This design comes from an exercise in tuning for small area and a short achievable clock period on the open sky130 flow, not from production work.
The RTL was checked by simulation tests, not by an equivalence proof against the original design.
Power is estimated from default activity; no workload was simulated.

==> flow/design.v (excerpt) <==
module fdiv_mul #(
   parameter int unsigned FINV_LAT = 3
) (
   input  logic        clk,
   input  logic        rst,
   input  logic        in_valid,
   input  logic [31:0] x,
   input  logic [31:0] y,
   input  logic [31:0] y_inv,
   output logic        out_valid,
   output logic [31:0] q,
   output logic        dbz
);
   logic [7:0] vld;
   always_ff @(posedge clk) begin
      if (rst) vld <= '0;
      else     vld <= {vld[6:0], in_valid};
   end
   assign out_valid = vld[7];
   logic [31:0] d0x;
   logic        d0yz, d0yi, d0ys;
   always_ff @(posedge clk) begin
      d0x  <= x;
      d0yz <= (y[30:23] == 8'h00);
      d0yi <= (y[30:23] == 8'hFF);
      d0ys <= y[31];
   end
   wire xi = (d0x[30:23] == 8'hFF);
   wire xz = (d0x[30:23] == 8'h00);
   wire sp = d0yz | d0yi | xi | xz;
   wire [31:0] rec;
   assign rec[31]    = sp ? (d0x[31] ^ d0ys) : d0x[31];
   assign rec[30:23] = d0yz ? 8'hFF : (d0yi ? 8'h00 : d0x[30:23]);
   assign rec[22:1]  = d0x[22:1];
   assign rec[0]     = d0yz | (~sp & d0x[0]);
   logic [31:0] d1, d2, d3, d4;
   always_ff @(posedge clk) begin
      d1 <= rec;
      d2 <= d1;
      d3 <= d2;
      d4 <= d3;
   end
   wire [24:0] bb = {1'b1, y_inv[22:0], 1'b0};
   logic [10:0] bneg;
   logic [11:0] bone, btwo;
   logic [7:0]  ve;
   logic        vs;
   always_ff @(posedge clk) begin
      for (int i = 0; i < 12; i++) begin
         bone[i] <= bb[2*i+1] ^ bb[2*i];
         btwo[i] <= (bb[2*i+2] & ~bb[2*i+1] & ~bb[2*i]) | (~bb[2*i+2] & bb[2*i+1] & bb[2*i]);
      end
      for (int i = 0; i < 11; i++) begin
         bneg[i] <= bb[2*i+2];
      end
      ve <= y_inv[30:23];
      vs <= y_inv[31];
   end
   wire [22:0] am = d4[22:0];
  ...
For scale: roughly 2100 cells after synthesis, roughly 24000 µm² of cells after synthesis.
clock: 9.0 ns
lec_check: 0
cap_margin: 20
core_margin: 2
core_utilization: 40
slew_margin: 20
setup_slack_margin: 6.22
cts_args: -sink_clustering_enable -repair_clock_nets -dont_use_dummy_load -sink_clustering_size 24 -sink_clustering_max_diameter 80
buffer_ports_args: -buffer_cell sky130_fd_sc_hd__buf_1
pre_resize_tcl: /design/flow/flow/outbuf.tcl
standard.sh (not shown) runs the stock make flow with config.mk's settings and CLKGATE_MAP_FILE= SYNTH_SCRIPT=/design/flow/synth_recipe.tcl, a recipe that flattens the netlist after the stock synthesis.
==> flow/flow/run.sh <==
#!/bin/bash
# The standard layout (standard.sh, with its unchanged synthesis), plus:
#  - flow/outbuf.tcl (PRE_RESIZE hook): sizes the output-port buffers up.
#  - flow/fapol.py: after synthesis, choose each full adder's polarity to drop
#    the inverters Yosys leaves between adders (registers untouched).
# The SDC (clock period, I/O delays, loads) is not touched.
set -euo pipefail
cat flow/settings.mk >> config.mk
echo "export PRE_RESIZE_TCL = $PWD/flow/outbuf.tcl" >> config.mk
bash standard.sh synth > synth.log 2>&1
R=orfs/results/sky130hd/fdiv_mul/base
cp $R/1_2_yosys.v $R/1_2_yosys.orig.v
python3 flow/fapol.py $R/1_2_yosys.orig.v $R/1_2_yosys.v > fapol.log 2>&1
rm -f $R/1_synth.odb $R/1_synth.sdc
bash standard.sh > standard.log 2>&1
==> flow/flow/settings.mk <==
export SETUP_SLACK_MARGIN = 6.22
export CTS_ARGS = -sink_clustering_enable -repair_clock_nets -dont_use_dummy_load -sink_clustering_size 24 -sink_clustering_max_diameter 80
export BUFFER_PORTS_ARGS = -buffer_cell sky130_fd_sc_hd__buf_1
Other scripts of this flow, unchanged in this note and not shown: flow/flow/fapol.py, flow/flow/outbuf.tcl
Then changed:
==> flow/flow/settings.mk (replaced) <==
export SETUP_SLACK_MARGIN = 6.05
export CTS_ARGS = -sink_clustering_enable -repair_clock_nets -dont_use_dummy_load
export BUFFER_PORTS_ARGS = -buffer_cell sky130_fd_sc_hd__buf_1
- CTS_ARGS: -sink_clustering_enable -repair_clock_nets -dont_use_dummy_load -sink_clustering_size 24 -sink_clustering_max_diameter 80 -> -sink_clustering_enable -repair_clock_nets -dont_use_dummy_load
- SETUP_SLACK_MARGIN: 6.22 -> 6.05
=> Critical path depth is higher by 6; wire length is about the same; clock power is higher by well over a third; worst setup slack degrades by 72 ps; hold slack improves by 18 ps; utilization is lower by 0.26 points; flip-flop and latch count is unchanged; count of clock-buffer cells in the layout is higher by 20; power is higher by a few percent; via count stays flat.

---

Starting RTL as in the previous note.
// fdiv_mul
module fdiv_mul #(
   parameter int unsigned FINV_LAT = 3
) (
   input  logic        clk,
   input  logic        rst,
   input  logic        in_valid,
   input  logic [31:0] x,
   input  logic [31:0] y,
   input  logic [31:0] y_inv,
   output logic        out_valid,
   output logic [31:0] q,
   output logic        dbz
);
export LEC_CHECK = 0
export CAP_MARGIN = 20
export CORE_MARGIN = 2
export CORE_UTILIZATION = 40
export SLEW_MARGIN = 20
export SETUP_SLACK_MARGIN = 6.15
export CTS_ARGS = -sink_clustering_enable -repair_clock_nets -dont_use_dummy_load -root_buf sky130_fd_sc_hd__clkbuf_16 -buf_list sky130_fd_sc_hd__clkbuf_8
export BUFFER_PORTS_ARGS = -buffer_cell sky130_fd_sc_hd__buf_1
export PRE_RESIZE_TCL = /design/flow/flow/outbuf.tcl
create_clock -name core_clock -period 9.0 [get_ports {clk}]
==> flow/flow/outbuf.tcl <==
# Size each output port's buffer up (the output paths set the period here).
set block [ord::get_db_block]
foreach bterm [$block getBTerms] {
  if {[$bterm getIoType] != "OUTPUT"} { continue }
  set net [$bterm getNet]
  foreach iterm [$net getITerms] {
    if {![$iterm isOutputSignal]} { continue }
    set inst [$iterm getInst]
    if {[string match "sky130_fd_sc_hd__buf_*" [[$inst getMaster] getName]]} {
      replace_cell [$inst getName] sky130_fd_sc_hd__buf_6
    }
  }
}
==> flow/flow/settings.mk <==
export SETUP_SLACK_MARGIN = 6.15
export CTS_ARGS = -sink_clustering_enable -repair_clock_nets -dont_use_dummy_load -root_buf sky130_fd_sc_hd__clkbuf_16 -buf_list sky130_fd_sc_hd__clkbuf_8
export BUFFER_PORTS_ARGS = -buffer_cell sky130_fd_sc_hd__buf_1
Scripts as last shown in full above: flow/flow/run.sh
Other scripts of this flow, unchanged in this note and not shown: flow/flow/fapol.py
The baseline produced a clean layout.
==> next run, changes <==
==> flow/flow/settings.mk (replaced) <==
export SETUP_SLACK_MARGIN = 6.22
export CTS_ARGS = -sink_clustering_enable -repair_clock_nets -dont_use_dummy_load
export BUFFER_PORTS_ARGS = -buffer_cell sky130_fd_sc_hd__buf_1
Settings changed: CTS_ARGS -sink_clustering_enable -repair_clock_nets -dont_use_dummy_load -root_buf sky130_fd_sc_hd__clkbuf_16 -buf_list sky130_fd_sc_hd__clkbuf_8 to -sink_clustering_enable -repair_clock_nets -dont_use_dummy_load, PLACE_DENSITY from default to 0.7, SETUP_SLACK_MARGIN 6.15 to 6.22.
What happened: Global-route usage goes down by 0.82 points; synthesized area stays the same; sequential power is about the same; cell area goes up by 1.3%; worst setup slack gains 0.023 ns; non-clock buffer count goes up by 10; die area does not change; clock-buffer cell count goes down by 32.
==> next run, changes <==
--- a/flow/flow/run.sh
+++ b/flow/flow/run.sh
@@ -1,5 +1,5 @@
 #!/bin/bash
 # The standard layout (standard.sh, with its unchanged synthesis), plus:
-#  - flow/outbuf.tcl (PRE_RESIZE hook): sizes the output-port buffers up.
+#  - flow/outbuf.tcl (PRE_RESIZE hook): sizes the output-port buffers (buf_4).
 #  - flow/fapol.py: after synthesis, choose each full adder's polarity to drop
 #    the inverters Yosys leaves between adders (registers untouched).
--- a/flow/flow/outbuf.tcl
+++ b/flow/flow/outbuf.tcl
@@ -8,5 +8,5 @@
     set inst [$iterm getInst]
     if {[string match "sky130_fd_sc_hd__buf_*" [[$inst getMaster] getName]]} {
-      replace_cell [$inst getName] sky130_fd_sc_hd__buf_6
+      replace_cell [$inst getName] sky130_fd_sc_hd__buf_4
     }
   }
Settings changed: PLACE_DENSITY 0.7 to default.
After rerunning: The new run finished clean; synthesized area does not change; sequential share of layout area barely changes; maximum frequency is about the same; final cell count hardly moves; die area does not change.
==> next run, changes <==
--- a/flow/flow/run.sh
+++ b/flow/flow/run.sh
@@ -1,5 +1,5 @@
 #!/bin/bash
 # The standard layout (standard.sh, with its unchanged synthesis), plus:
-#  - flow/outbuf.tcl (PRE_RESIZE hook): sizes the output-port buffers (buf_4).
+#  - flow/outbuf.tcl (PRE_RESIZE hook): sizes the output-port buffers up.
 #  - flow/fapol.py: after synthesis, choose each full adder's polarity to drop
 #    the inverters Yosys leaves between adders (registers untouched).
--- a/flow/flow/outbuf.tcl
+++ b/flow/flow/outbuf.tcl
@@ -8,5 +8,5 @@
     set inst [$iterm getInst]
     if {[string match "sky130_fd_sc_hd__buf_*" [[$inst getMaster] getName]]} {
-      replace_cell [$inst getName] sky130_fd_sc_hd__buf_4
+      replace_cell [$inst getName] sky130_fd_sc_hd__buf_6
     }
   }
==> flow/flow/settings.mk (replaced) <==
export SETUP_SLACK_MARGIN = 6.4
export CTS_ARGS = -sink_clustering_enable -repair_clock_nets -dont_use_dummy_load
export BUFFER_PORTS_ARGS = -buffer_cell sky130_fd_sc_hd__buf_1
Settings changed: SETUP_SLACK_MARGIN 6.22 to 6.4.
- clock skew increases by 0.019 ns
- area after synthesis stays the same
- clock power increases by about 2%
- count of clock-buffer cells in the layout increases by 2
- final cell count increases by about 1.4%
- die area does not change
- sequential share of layout area decreases by 1.5 points
- critical path depth does not change
- via count increases by about 1.6%
- global-route usage increases by 0.28 points
- power increases by 2.5%

-- re-timing with driven ports --
No port has a modelled driver above. Below, the same layouts with a new extraction and two added sets of constraints. Step 1 sets driving cells, clkbuf_16 on the clock port and buf_2 on the other inputs (assumed; they add their load-dependent delay and slew). Step 2 times the ports against the registers' clock, not the clock port: input delays grow and output delays shrink by t, the midpoint of the rising clock arrivals with the driver on. a / b / c = ideal ports / drivers / drivers and shift; a / b = the first two.
| run | shift t [ns] | setup WS [ns] | latest minus earliest clock arrival (ns) | worst slew at a driven data input, ns |
|---|---|---|---|---|
| the first run of note 1 | 0.626 | 6.156 / 6.098 / 6.281 | 0.064 / 0.064 | 0.05 |
| the second run of note 1 | 0.633 | 6.085 / 6.051 / 6.085 | 0.051 / 0.051 | 0.05 |
| the first run of note 2 | 0.610 | 6.151 / 6.132 / 6.151 | 0.041 / 0.042 | 0.05 |
| the second run of note 2 | 0.623 | 6.174 / 6.116 / 6.251 | 0.041 / 0.041 | 0.05 |
| the third run of note 2 | 0.624 | 6.171 / 6.115 / 6.266 | 0.028 / 0.028 | 0.05 |
| the fourth run of note 2 | 0.628 | 6.157 / 6.098 / 6.387 | 0.044 / 0.044 | 0.05 |
After both steps every run listed still meets setup and hold.
